From an optimization exercise on the open Yosys and OpenROAD flow, aimed at small area, a short achievable clock period and few clock cycles per item; shortcuts taken in it are not production practice.
Only simulation tests tie the RTL to the original design; equivalence was not proved.

==> inputs of job 8406 <==
==> flow/design.v <==
module tinker_exec_unit #(
    parameter int W     = 64,
    parameter int LIT_W = 12,
    parameter int TAG_W = 5
) (
    input  logic             clk,
    input  logic             rst_n,
    input  logic             in_valid,
    output logic             in_ready,
    input  logic [4:0]       in_opcode,
    input  logic [W-1:0]     in_a,
    input  logic [W-1:0]     in_b,
    input  logic [LIT_W-1:0] in_lit,
    input  logic [TAG_W-1:0] in_tag,
    output logic             out_valid,
    input  logic             out_ready,
    output logic [W-1:0]     out_result,
    output logic [TAG_W-1:0] out_tag,
    output logic             out_err
);
    localparam logic [4:0] OP_ADD   = 5'b11000;
    localparam logic [4:0] OP_SUB   = 5'b11010;
    localparam logic [4:0] OP_MUL   = 5'b11100;
    localparam logic [4:0] OP_DIV   = 5'b11101;
    localparam logic [4:0] OP_AND   = 5'b00000;
    localparam logic [4:0] OP_OR    = 5'b00001;
    localparam logic [4:0] OP_XOR   = 5'b00010;
    localparam logic [4:0] OP_NOT   = 5'b00011;
    localparam logic [4:0] OP_SHR   = 5'b00100;
    localparam logic [4:0] OP_SHL   = 5'b00110;
    localparam logic [4:0] OP_MOV   = 5'b10001;
    localparam logic [4:0] OP_MOVL  = 5'b10010;
    localparam logic [3:0] LUT_A    = 4'b1100;
    localparam logic [3:0] LUT_B    = 4'b1010;
    logic             s1_v;       
    logic             own_q;      
    logic             last_q;     
    logic             k_mul, k_div, k_rot;
    logic             y_use_q;    
    logic             y_inv_q;    
    logic             minv_q;     
    logic             dprep_q;    
    logic             dz_q;
    logic             rs_q;       
    logic [5:0]       bd_q;       
    logic             err1_q;
    logic [TAG_W-1:0] tag1_q;
    logic [W-1:0]     a_q, b_q;
    logic [5:0]       rot_q;      
    logic [6:0]       len_q;      
    logic [6:0]       cnt_q;      
    logic [6:0]       cza_q;      
    logic [W-1:0]     res_q;
    logic [TAG_W-1:0] otag_q;
    logic             oerr_q;
    logic             ovalid_q;
    logic       is_add, is_sub, is_mul, is_div, is_shr, is_shl, is_movl, ill_d;
    logic [3:0] lut_d;
    always_comb begin
        is_add = 1'b0; is_sub = 1'b0; is_mul = 1'b0; is_div = 1'b0;
        is_shr = 1'b0; is_shl = 1'b0; is_movl = 1'b0; ill_d = 1'b0;
        lut_d  = LUT_A;
        case (in_opcode)
            OP_ADD:  is_add = 1'b1;
            OP_SUB:  is_sub = 1'b1;
            OP_MUL:  is_mul = 1'b1;
            OP_DIV:  is_div = 1'b1;
            OP_SHR:  is_shr = 1'b1;
            OP_SHL:  is_shl = 1'b1;
            OP_AND:  lut_d = 4'b1000;
            OP_OR:   lut_d = 4'b1110;
            OP_XOR:  lut_d = 4'b0110;
            OP_NOT:  lut_d = 4'b0011;
            OP_MOV:  lut_d = LUT_A;
            OP_MOVL: begin is_movl = 1'b1; lut_d = 4'b0000; end
            default: begin ill_d = 1'b1;   lut_d = 4'b0000; end
        endcase
    end
    logic [7:0] nza, nzb;
    logic       swap;
    always_comb begin
        for (int j = 0; j < 8; j++) begin
            nza[j] = |in_a[8*j +: 8];
            nzb[j] = |in_b[8*j +: 8];
        end
        swap = 1'b0;
        for (int j = 0; j < 8; j++)
            if (nzb[j] && !(|(nza >> j))) swap = 1'b1;
    end
    logic [W-1:0] mplr;           
    logic [3:0]   a_lut;
    logic [W-1:0] a_d;
    always_comb begin
        mplr  = swap ? in_a : in_b;
        a_lut = is_mul ? (swap ? LUT_B : LUT_A) : lut_d;
        for (int i = 0; i < W; i++)
            a_d[i] = a_lut[{in_a[i], in_b[i]}];
        if (is_movl)
            a_d[LIT_W-1:0] = in_lit;
    end
    function automatic logic [5:0] booth(input logic [3:0] x, input logic xp);
        logic one0, two0, neg0, one1, two1, neg1;
        one0 = x[0] ^ xp;
        two0 = (x[1] & ~x[0] & ~xp) | (~x[1] & x[0] & xp);
        neg0 = x[1] & ~(x[0] & xp);
        one1 = x[2] ^ x[1];
        two1 = (x[3] & ~x[2] & ~x[1]) | (~x[3] & x[2] & x[1]);
        neg1 = x[3] & ~(x[2] & x[1]);
        booth = {neg1, two1, one1, neg0, two0, one0};
    endfunction
    logic b_zero, sh_big;
    assign b_zero = ~|in_b;
    assign sh_big = |in_b[W-1:6];
    function automatic logic [6:0] clz64(input logic [63:0] x);
        logic [63:0] v;
        logic [5:0]  c [64];
        for (int i = 0; i < 64; i++) begin
            v[i] = x[i];
            c[i] = 6'd0;
        end
        for (int k = 0; k < 6; k++)
            for (int i = 0; i < (32 >> k); i++) begin
                c[i] = v[2*i+1] ? c[2*i+1] : (c[2*i] | 6'(1 << k));
                v[i] = v[2*i+1] | v[2*i];
            end
        clz64 = v[0] ? {1'b0, c[0]} : 7'd64;
    endfunction
    logic [6:0] clz_a, clz_b;
    logic       q_zero;
    assign clz_a  = clz64(in_a);
    assign clz_b  = clz64(in_b);
    logic [W-1:0] b_smear;
    always_comb begin
        b_smear = in_b;
        for (int k = 1; k < W; k = k * 2)
            b_smear = b_smear | (b_smear >> k);
    end
    assign q_zero = ~|(in_a & ~{1'b0, b_smear[W-1:1]});
    logic [5:0] rot_d;
    logic [6:0] len_d;
    always_comb begin
        if (is_div) begin
            rot_d = 6'd0;
            len_d = clz_b;
        end else if (is_shl) begin
            rot_d = 6'd0 - in_b[5:0];
            len_d = sh_big ? 7'd64 : {1'b0, in_b[5:0]};
        end else begin
            rot_d = in_b[5:0];
            len_d = sh_big ? 7'd0 : 7'd64 - {1'b0, in_b[5:0]};
        end
    end
    logic [6:0] dv_n, dv_len, rot_amt, len_sel;
    assign dv_n    = len_q - cza_q + 7'd1;
    assign dv_len  = cza_q - len_q + 7'd63;
    assign rot_amt = k_div ? dv_n : {1'b0, rot_q};
    assign len_sel = k_div ? dv_len : len_q;
    logic [W-1:0] rot_t, rot, mask, rot_lo, rot_sel;
    always_comb begin
        rot_t = a_q;
        for (int s = 0; s < 6; s++)
            if (rot_amt[s]) rot_t = {rot_t, rot_t} >> (1 << s);
        rot = rot_t;
        for (int i = 0; i < W; i++)
            mask[i] = (len_sel[6] | ((i / 8) < len_sel[5:3])) |
                      ((i / 8) == len_sel[5:3] && (i % 8) < len_sel[2:0]);
        rot_lo  = rot & mask;
        rot_sel = rot & (mask ^ {W{minv_q}});
    end
    localparam int WA = W + 1;
    function automatic logic [WA-1:0] ks_add(input logic [WA-1:0] x, input logic [WA-1:0] y,
                                             input logic ci);
        logic [WA-1:0] g, p, gk, pk, cy;
        g = x & y;
        p = x ^ y;
        gk = g;
        pk = p;
        gk[0] = g[0] | (p[0] & ci);
        for (int k = 1; k < WA; k = k * 2)
            for (int i = WA - 1; i >= k; i--) begin
                gk[i] = gk[i] | (pk[i] & gk[i-k]);
                pk[i] = pk[i] & pk[i-k];
            end
        cy = {gk[WA-2:0], ci};
        ks_add = p ^ cy;
    endfunction
    logic          y_sub;
    logic [W-1:0]  mul_acc, pp0, pp1;
    logic [WA-1:0] cs_p, cs_q, cs_z, csa_s, csa_c, add_sum;
    assign y_sub = y_inv_q & ~(k_div & rs_q);
    always_comb begin
        pp0 = {W{bd_q[2]}} ^ (({W{bd_q[0]}} & a_q) | ({W{bd_q[1]}} & {a_q[W-2:0], 1'b0}));
        pp1 = {W{bd_q[5]}} ^ (({W{bd_q[3]}} & {a_q[W-3:0], 2'b00}) |
                              ({W{bd_q[4]}} & {a_q[W-4:0], 3'b000}));
        mul_acc = (own_q & k_mul) ? res_q : '0;
        cs_p  = {1'b0, mul_acc} | (k_div ? {a_q, res_q[W-1]} : '0) |
                ((k_mul | k_div) ? '0 : {1'b0, a_q});
        cs_q  = {1'b0, pp0} | (({1'b0, b_q} & {WA{y_use_q}}) ^ {WA{y_sub}});
        cs_z  = {1'b0, pp1};
        csa_s = cs_p ^ cs_q ^ cs_z;
        csa_c = (cs_p & cs_q) | (cs_p & cs_z) | (cs_q & cs_z);
        add_sum = ks_add(csa_s, {csa_c[WA-2:0], bd_q[2]}, bd_q[5] | y_sub);
    end
    logic div_neg;
    assign div_neg = add_sum[W];
    logic r_free, step, step_last, accept;
    assign r_free    = ~ovalid_q | out_ready;
    assign step      = s1_v & (own_q | r_free);
    assign step_last = step & last_q;
    assign in_ready  = ~s1_v | (last_q & (own_q | ~ovalid_q)) | (last_q & out_ready);
    assign accept    = in_valid & in_ready;
    always_ff @(posedge clk or negedge rst_n) begin
        if (!rst_n) begin
            s1_v     <= 1'b0;
            own_q    <= 1'b0;
            ovalid_q <= 1'b0;
        end else begin
            if (accept)         s1_v <= 1'b1;
            else if (step_last) s1_v <= 1'b0;
            if (step)           own_q <= ~last_q;
            if (step_last)      ovalid_q <= 1'b1;
            else if (out_ready) ovalid_q <= 1'b0;
        end
    end
    always_ff @(posedge clk) begin
        if (accept) begin
            k_mul   <= is_mul;
            k_div   <= is_div;
            k_rot   <= is_shr | is_shl;
            y_use_q <= is_add | is_sub | is_div;
            y_inv_q <= is_sub | is_div;
            minv_q  <= ~is_shr;
            dprep_q <= 1'b1;
            dz_q    <= b_zero;
            err1_q  <= ill_d | (is_div & b_zero);
            tag1_q  <= in_tag;
            rot_q   <= rot_d;
            len_q   <= len_d;
            bd_q    <= is_mul ? booth(mplr[3:0], 1'b0) : 6'd0;
            cza_q   <= clz_a;
            last_q  <= is_mul ? ~|mplr[W-1:3] : is_div ? (b_zero | q_zero) : 1'b1;
            a_q     <= a_d;
            b_q     <= mplr;
            if (!is_mul) b_q <= in_b;
        end else if (step) begin
            if (k_mul) begin
                a_q    <= {a_q[W-5:0], 4'b0000};
                b_q    <= {4'b0000, b_q[W-1:4]};
                bd_q   <= booth(b_q[7:4], b_q[3]);
                last_q <= ~|b_q[W-1:7];
            end else if (k_div) begin
                if (dprep_q) begin
                    dprep_q <= 1'b0;
                    a_q     <= rot_lo;
                    rs_q    <= 1'b0;
                    cnt_q   <= dv_n;
                    last_q  <= (dv_n == 7'd1);
                end else begin
                    cnt_q  <= cnt_q - 7'd1;
                    a_q    <= add_sum[W-1:0];
                    rs_q   <= div_neg;
                    last_q <= (cnt_q == 7'd2);
                end
            end
        end
    end
    always_ff @(posedge clk) begin
        if (step) begin
            if (k_div) begin
                if (dprep_q)      res_q <= rot_sel | {W{dz_q}};
                else              res_q <= {res_q[W-2:0], ~div_neg};
            end else if (k_rot)
                res_q <= rot_sel;
            else
                res_q <= add_sum[W-1:0];
        end
        if (step_last) begin
            otag_q <= tag1_q;
            oerr_q <= err1_q;
        end
    end
    assign out_valid  = ovalid_q;
    assign out_result = res_q;
    assign out_tag    = otag_q;
    assign out_err    = oerr_q;
endmodule
==> flow/flow/run.sh <==
#!/bin/bash
# Own layout flow: the standard ORFS flow (standard.sh, unchanged synthesis
# and steps), except that the I/O port buffers inserted before global placement
# use the smallest plain buffer cell (sky130_fd_sc_hd__buf_1) instead of the
# delay-buffer cell the flow picks by default. Every port still gets a buffer;
# the resizer later upsizes any that timing needs.
set -euo pipefail
export BUFFER_PORTS_ARGS="-buffer_cell sky130_fd_sc_hd__buf_1"
bash standard.sh > standard.log 2>&1
==> flow/standard.sh <==
#!/bin/bash
# synth_recipe.tcl (not shown) runs the flow's synth.tcl, then flattens the netlist and writes it again
# the make line also repeats each setting of config.mk as NAME=value (left out here)
make -C /OpenROAD-flow-scripts/flow DESIGN_CONFIG=/design/flow/config.mk WORK_HOME=/design/flow/orfs CLKGATE_MAP_FILE= SYNTH_SCRIPT=/design/flow/synth_recipe.tcl "${@:-finish}"
==> flow/config.mk <==
export PLATFORM = sky130hd
export DESIGN_NAME = tinker_exec_unit
export DESIGN_NICKNAME = tinker_exec_unit
export VERILOG_FILES = /design/flow/design.v
export SDC_FILE = /design/flow/constraint.sdc
export NUM_CORES = 4
export LEC_CHECK = 0
export CAP_MARGIN = 20
export CORE_MARGIN = 2
export CORE_UTILIZATION = 40
export SETUP_SLACK_MARGIN = 2.2
export SLEW_MARGIN = 20
==> flow/constraint.sdc <==
create_clock -name core_clock -period 7.0 [get_ports {clk}]
set_input_delay 1.4000 -clock core_clock [delete_from_list [all_inputs] [get_ports {clk}]]
set_output_delay 1.4000 -clock core_clock [all_outputs]
set_load 0.01 [all_outputs]
==> inputs of job 9051, as changes to job 8406 <==
==> flow/design.v, changed modules only <==
module tinker_exec_unit #(
    parameter int W     = 64,
    parameter int LIT_W = 12,
    parameter int TAG_W = 5
) (
    input  logic             clk,
    input  logic             rst_n,
    input  logic             in_valid,
    output logic             in_ready,
    input  logic [4:0]       in_opcode,
    input  logic [W-1:0]     in_a,
    input  logic [W-1:0]     in_b,
    input  logic [LIT_W-1:0] in_lit,
    input  logic [TAG_W-1:0] in_tag,
    output logic             out_valid,
    input  logic             out_ready,
    output logic [W-1:0]     out_result,
    output logic [TAG_W-1:0] out_tag,
    output logic             out_err
);
    localparam logic [4:0] OP_ADD   = 5'b11000;
    localparam logic [4:0] OP_SUB   = 5'b11010;
    localparam logic [4:0] OP_MUL   = 5'b11100;
    localparam logic [4:0] OP_DIV   = 5'b11101;
    localparam logic [4:0] OP_AND   = 5'b00000;
    localparam logic [4:0] OP_OR    = 5'b00001;
    localparam logic [4:0] OP_XOR   = 5'b00010;
    localparam logic [4:0] OP_NOT   = 5'b00011;
    localparam logic [4:0] OP_SHR   = 5'b00100;
    localparam logic [4:0] OP_SHL   = 5'b00110;
    localparam logic [4:0] OP_MOV   = 5'b10001;
    localparam logic [4:0] OP_MOVL  = 5'b10010;
    localparam logic [3:0] LUT_A    = 4'b1100;
    localparam logic [3:0] LUT_B    = 4'b1010;
    logic             s1_v;       
    logic             own_q;      
    logic             last_q;     
    logic             k_mul, k_div, k_rot;
    logic             y_use_q;    
    logic             y_inv_q;    
    logic             minv_q;     
    logic             dprep_q;    
    logic             dz_q;
    logic             rs_q;       
    logic [5:0]       bd_q;       
    logic             err1_q;
    logic [TAG_W-1:0] tag1_q;
    logic [W-1:0]     a_q, b_q;
    logic [5:0]       rot_q;      
    logic [6:0]       len_q;      
    logic [6:0]       cnt_q;      
    logic [W-1:0]     res_q;
    logic [TAG_W-1:0] otag_q;
    logic             oerr_q;
    logic             ovalid_q;
    logic       is_add, is_sub, is_mul, is_div, is_shr, is_shl, is_movl, ill_d;
    logic [3:0] lut_d;
    always_comb begin
        is_add = 1'b0; is_sub = 1'b0; is_mul = 1'b0; is_div = 1'b0;
        is_shr = 1'b0; is_shl = 1'b0; is_movl = 1'b0; ill_d = 1'b0;
        lut_d  = LUT_A;
        case (in_opcode)
            OP_ADD:  is_add = 1'b1;
            OP_SUB:  is_sub = 1'b1;
            OP_MUL:  is_mul = 1'b1;
            OP_DIV:  is_div = 1'b1;
            OP_SHR:  is_shr = 1'b1;
            OP_SHL:  is_shl = 1'b1;
            OP_AND:  lut_d = 4'b1000;
            OP_OR:   lut_d = 4'b1110;
            OP_XOR:  lut_d = 4'b0110;
            OP_NOT:  lut_d = 4'b0011;
            OP_MOV:  lut_d = LUT_A;
            OP_MOVL: begin is_movl = 1'b1; lut_d = 4'b0000; end
            default: begin ill_d = 1'b1;   lut_d = 4'b0000; end
        endcase
    end
    logic [7:0] nza, nzb;
    logic       swap;
    always_comb begin
        for (int j = 0; j < 8; j++) begin
            nza[j] = |in_a[8*j +: 8];
            nzb[j] = |in_b[8*j +: 8];
        end
        swap = 1'b0;
        for (int j = 0; j < 8; j++)
            if (nzb[j] && !(|(nza >> j))) swap = 1'b1;
    end
    logic [W-1:0] mplr;           
    logic [3:0]   a_lut;
    logic [W-1:0] a_d;
    always_comb begin
        mplr  = swap ? in_a : in_b;
        a_lut = is_mul ? (swap ? LUT_B : LUT_A) : lut_d;
        for (int i = 0; i < W; i++)
            a_d[i] = a_lut[{in_a[i], in_b[i]}];
        if (is_movl)
            a_d[LIT_W-1:0] = in_lit;
    end
    function automatic logic [5:0] booth(input logic [3:0] x, input logic xp);
        logic one0, two0, neg0, one1, two1, neg1;
        one0 = x[0] ^ xp;
        two0 = (x[1] & ~x[0] & ~xp) | (~x[1] & x[0] & xp);
        neg0 = x[1] & ~(x[0] & xp);
        one1 = x[2] ^ x[1];
        two1 = (x[3] & ~x[2] & ~x[1]) | (~x[3] & x[2] & x[1]);
        neg1 = x[3] & ~(x[2] & x[1]);
        booth = {neg1, two1, one1, neg0, two0, one0};
    endfunction
    logic b_zero, sh_big;
    assign b_zero = ~|in_b;
    assign sh_big = |in_b[W-1:6];
    function automatic logic [6:0] clz64(input logic [63:0] x);
        logic [63:0] v;
        logic [5:0]  c [64];
        for (int i = 0; i < 64; i++) begin
            v[i] = x[i];
            c[i] = 6'd0;
        end
        for (int k = 0; k < 6; k++)
            for (int i = 0; i < (32 >> k); i++) begin
                c[i] = v[2*i+1] ? c[2*i+1] : (c[2*i] | 6'(1 << k));
                v[i] = v[2*i+1] | v[2*i];
            end
        clz64 = v[0] ? {1'b0, c[0]} : 7'd64;
    endfunction
    logic [6:0] clz_a, clz_b;
    logic [6:0] dn, dlen;
    assign clz_a = clz64(in_a);
    assign clz_b = clz64(in_b);
    assign dn    = clz_b - clz_a + 7'd1;      
    assign dlen  = clz_a - clz_b + 7'd63;     
    logic [5:0] rot_d;
    logic [6:0] len_d;
    always_comb begin
        if (is_div) begin
            rot_d = dn[5:0];
            len_d = dlen;
        end else if (is_shl) begin
            rot_d = 6'd0 - in_b[5:0];
            len_d = sh_big ? 7'd64 : {1'b0, in_b[5:0]};
        end else begin
            rot_d = in_b[5:0];
            len_d = sh_big ? 7'd0 : 7'd64 - {1'b0, in_b[5:0]};
        end
    end
    logic [W-1:0] rot_t, rot, mask, rot_lo, rot_sel;
    always_comb begin
        rot_t = a_q;
        for (int s = 0; s < 6; s++)
            if (rot_q[s]) rot_t = {rot_t, rot_t} >> (1 << s);
        rot = rot_t;
        for (int i = 0; i < W; i++)
            mask[i] = (len_q[6] | ((i / 8) < len_q[5:3])) |
                      ((i / 8) == len_q[5:3] && (i % 8) < len_q[2:0]);
        rot_lo  = rot & mask;
        rot_sel = rot & (mask ^ {W{minv_q}});
    end
    logic [W-1:0] mul_acc, pp0, pp1, csa_s, csa_c;
    always_comb begin
        pp0 = {W{bd_q[2]}} ^ (({W{bd_q[0]}} & a_q) | ({W{bd_q[1]}} & {a_q[W-2:0], 1'b0}));
        pp1 = {W{bd_q[5]}} ^ (({W{bd_q[3]}} & {a_q[W-3:0], 2'b00}) |
                              ({W{bd_q[4]}} & {a_q[W-4:0], 3'b000}));
        mul_acc = own_q ? res_q : '0;
        csa_s = mul_acc ^ pp0 ^ pp1;
        csa_c = (mul_acc & pp0) | (mul_acc & pp1) | (pp0 & pp1);
    end
    logic [W-1:0] add_x, add_y;
    logic         add_ci;
    logic         y_sub;
    assign y_sub = y_inv_q & ~(k_div & rs_q);
    logic [W:0]   add_sum;
    always_comb begin
        if (k_mul) begin
            add_x  = csa_s;
            add_y  = {csa_c[W-2:0], bd_q[2]};
            add_ci = bd_q[5];
        end else begin
            add_x  = k_div ? {a_q[W-2:0], res_q[W-1]} : a_q;
            add_y  = (b_q & {W{y_use_q}}) ^ {W{y_sub}};
            add_ci = y_sub;
        end
    end
    always_comb begin
        logic [W-1:0] g, p, gk, pk, cy;
        g = add_x & add_y;
        p = add_x ^ add_y;
        gk = g;
        pk = p;
        gk[0] = g[0] | (p[0] & add_ci);
        for (int k = 1; k < W; k = k * 2)
            for (int i = W - 1; i >= k; i--) begin
                gk[i] = gk[i] | (pk[i] & gk[i-k]);
                pk[i] = pk[i] & pk[i-k];
            end
        cy = {gk[W-2:0], add_ci};
        add_sum = {gk[W-1], p ^ cy};
    end
    logic div_neg;
    assign div_neg = a_q[W-1] ^ y_sub ^ add_sum[W];
    logic r_free, step, step_last, accept;
    assign r_free    = ~ovalid_q | out_ready;
    assign step      = s1_v & (own_q | r_free);
    assign step_last = step & last_q;
    assign in_ready  = ~s1_v | step_last;
    assign accept    = in_valid & in_ready;
    always_ff @(posedge clk or negedge rst_n) begin
        if (!rst_n) begin
            s1_v     <= 1'b0;
            own_q    <= 1'b0;
            ovalid_q <= 1'b0;
        end else begin
            if (accept)         s1_v <= 1'b1;
            else if (step_last) s1_v <= 1'b0;
            if (step)           own_q <= ~last_q;
            if (step_last)      ovalid_q <= 1'b1;
            else if (out_ready) ovalid_q <= 1'b0;
        end
    end
    always_ff @(posedge clk) begin
        if (accept) begin
            k_mul   <= is_mul;
            k_div   <= is_div;
            k_rot   <= is_shr | is_shl;
            y_use_q <= is_add | is_sub | is_div;
            y_inv_q <= is_sub | is_div;
            minv_q  <= ~is_shr;
            dprep_q <= 1'b1;
            dz_q    <= b_zero;
            err1_q  <= ill_d | (is_div & b_zero);
            tag1_q  <= in_tag;
            rot_q   <= rot_d;
            len_q   <= len_d;
            bd_q    <= booth(mplr[3:0], 1'b0);
            cnt_q   <= dn;
            last_q  <= is_mul ? ~|mplr[W-1:3] : is_div ? (b_zero | dlen[6]) : 1'b1;
            a_q     <= a_d;
            b_q     <= mplr;
            if (!is_mul) b_q <= in_b;
        end else if (step) begin
            if (k_mul) begin
                a_q    <= {a_q[W-5:0], 4'b0000};
                b_q    <= {4'b0000, b_q[W-1:4]};
                bd_q   <= booth(b_q[7:4], b_q[3]);
                last_q <= ~|b_q[W-1:7];
            end else if (k_div) begin
                if (dprep_q) begin
                    dprep_q <= 1'b0;
                    a_q     <= rot_lo;
                    rs_q    <= 1'b0;
                    last_q  <= (cnt_q == 7'd1);
                end else begin
                    cnt_q  <= cnt_q - 7'd1;
                    a_q    <= add_sum[W-1:0];
                    rs_q   <= div_neg;
                    last_q <= (cnt_q == 7'd2);
                end
            end
        end
    end
    always_ff @(posedge clk) begin
        if (step) begin
            if (k_div) begin
                if (dprep_q)      res_q <= rot_sel | {W{dz_q}};
                else              res_q <= {res_q[W-2:0], ~div_neg};
            end else if (k_rot)
                res_q <= rot_sel;
            else
                res_q <= add_sum[W-1:0];
        end
        if (step_last) begin
            otag_q <= tag1_q;
            oerr_q <= err1_q;
        end
    end
    assign out_valid  = ovalid_q;
    assign out_result = res_q;
    assign out_tag    = otag_q;
    assign out_err    = oerr_q;
endmodule
==> flow/run.sh (new file) <==
#!/bin/bash
# synth_recipe.tcl (not shown) runs the flow's synth.tcl, then flattens the netlist and writes it again
# the make line also repeats each setting of config.mk as NAME=value (left out here)
make -C /OpenROAD-flow-scripts/flow DESIGN_CONFIG=/design/flow/config.mk WORK_HOME=/design/flow/orfs CLKGATE_MAP_FILE= SYNTH_SCRIPT=/design/flow/synth_recipe.tcl finish
removed: flow/flow/run.sh
removed: flow/standard.sh
==> comparison <==
Of job 9051 and job 8406, job 9051 has the higher cell area (gap 5.7%, measured against job 8406). Job 8406 ran to the end with no violations. Job 9051 passed the timing, design-rule and antenna checks. Of job 9051 and job 8406, job 9051 has the higher setup slack (gap 0.090 ns). Between job 8406 and job 9051, the lower clock skew is in job 8406 (gap 0.013 ns).
Testbench counts of job 8406, summed over its fixed seeds: cycles 9,348, items 3,200.
Testbench counts of job 9051, summed over its fixed seeds: cycles 9,348, items 3,200.

[separate check: timing with driven ports]
The results above use ideal ports. As a check the final layouts listed here were re-extracted and re-timed, cells and wires unchanged. Step 1 (the two cells are an assumption about what drives the block):
set clk [get_ports {clk}]
set_driving_cell -lib_cell sky130_fd_sc_hd__clkbuf_16 $clk
set_driving_cell -lib_cell sky130_fd_sc_hd__buf_2 [delete_from_list [all_inputs] $clk]
Step 2, shift: input delay + t, output delay - t, t = (earliest + latest rising clock arrival at the registers) / 2. This alone moves slack from input paths to output paths. Three values: no drivers, after step 1, after step 2; two values: the first two.
run	shift t [ns]	setup slack, ns	worst setup path after step 2	slew at the worst register clock pin (ns)
job 8406	0.638	2.049 / 2.049 / 1.681	input to register	0.07 / 0.07
job 9051	0.645	2.139 / 2.139 / 1.683	input to register	0.06 / 0.06
After both steps setup and hold are still met in every run listed. For job 9051, which loses most, drivers alone change the setup slack by 0.000 ns; drivers and shift together by -0.456 ns.
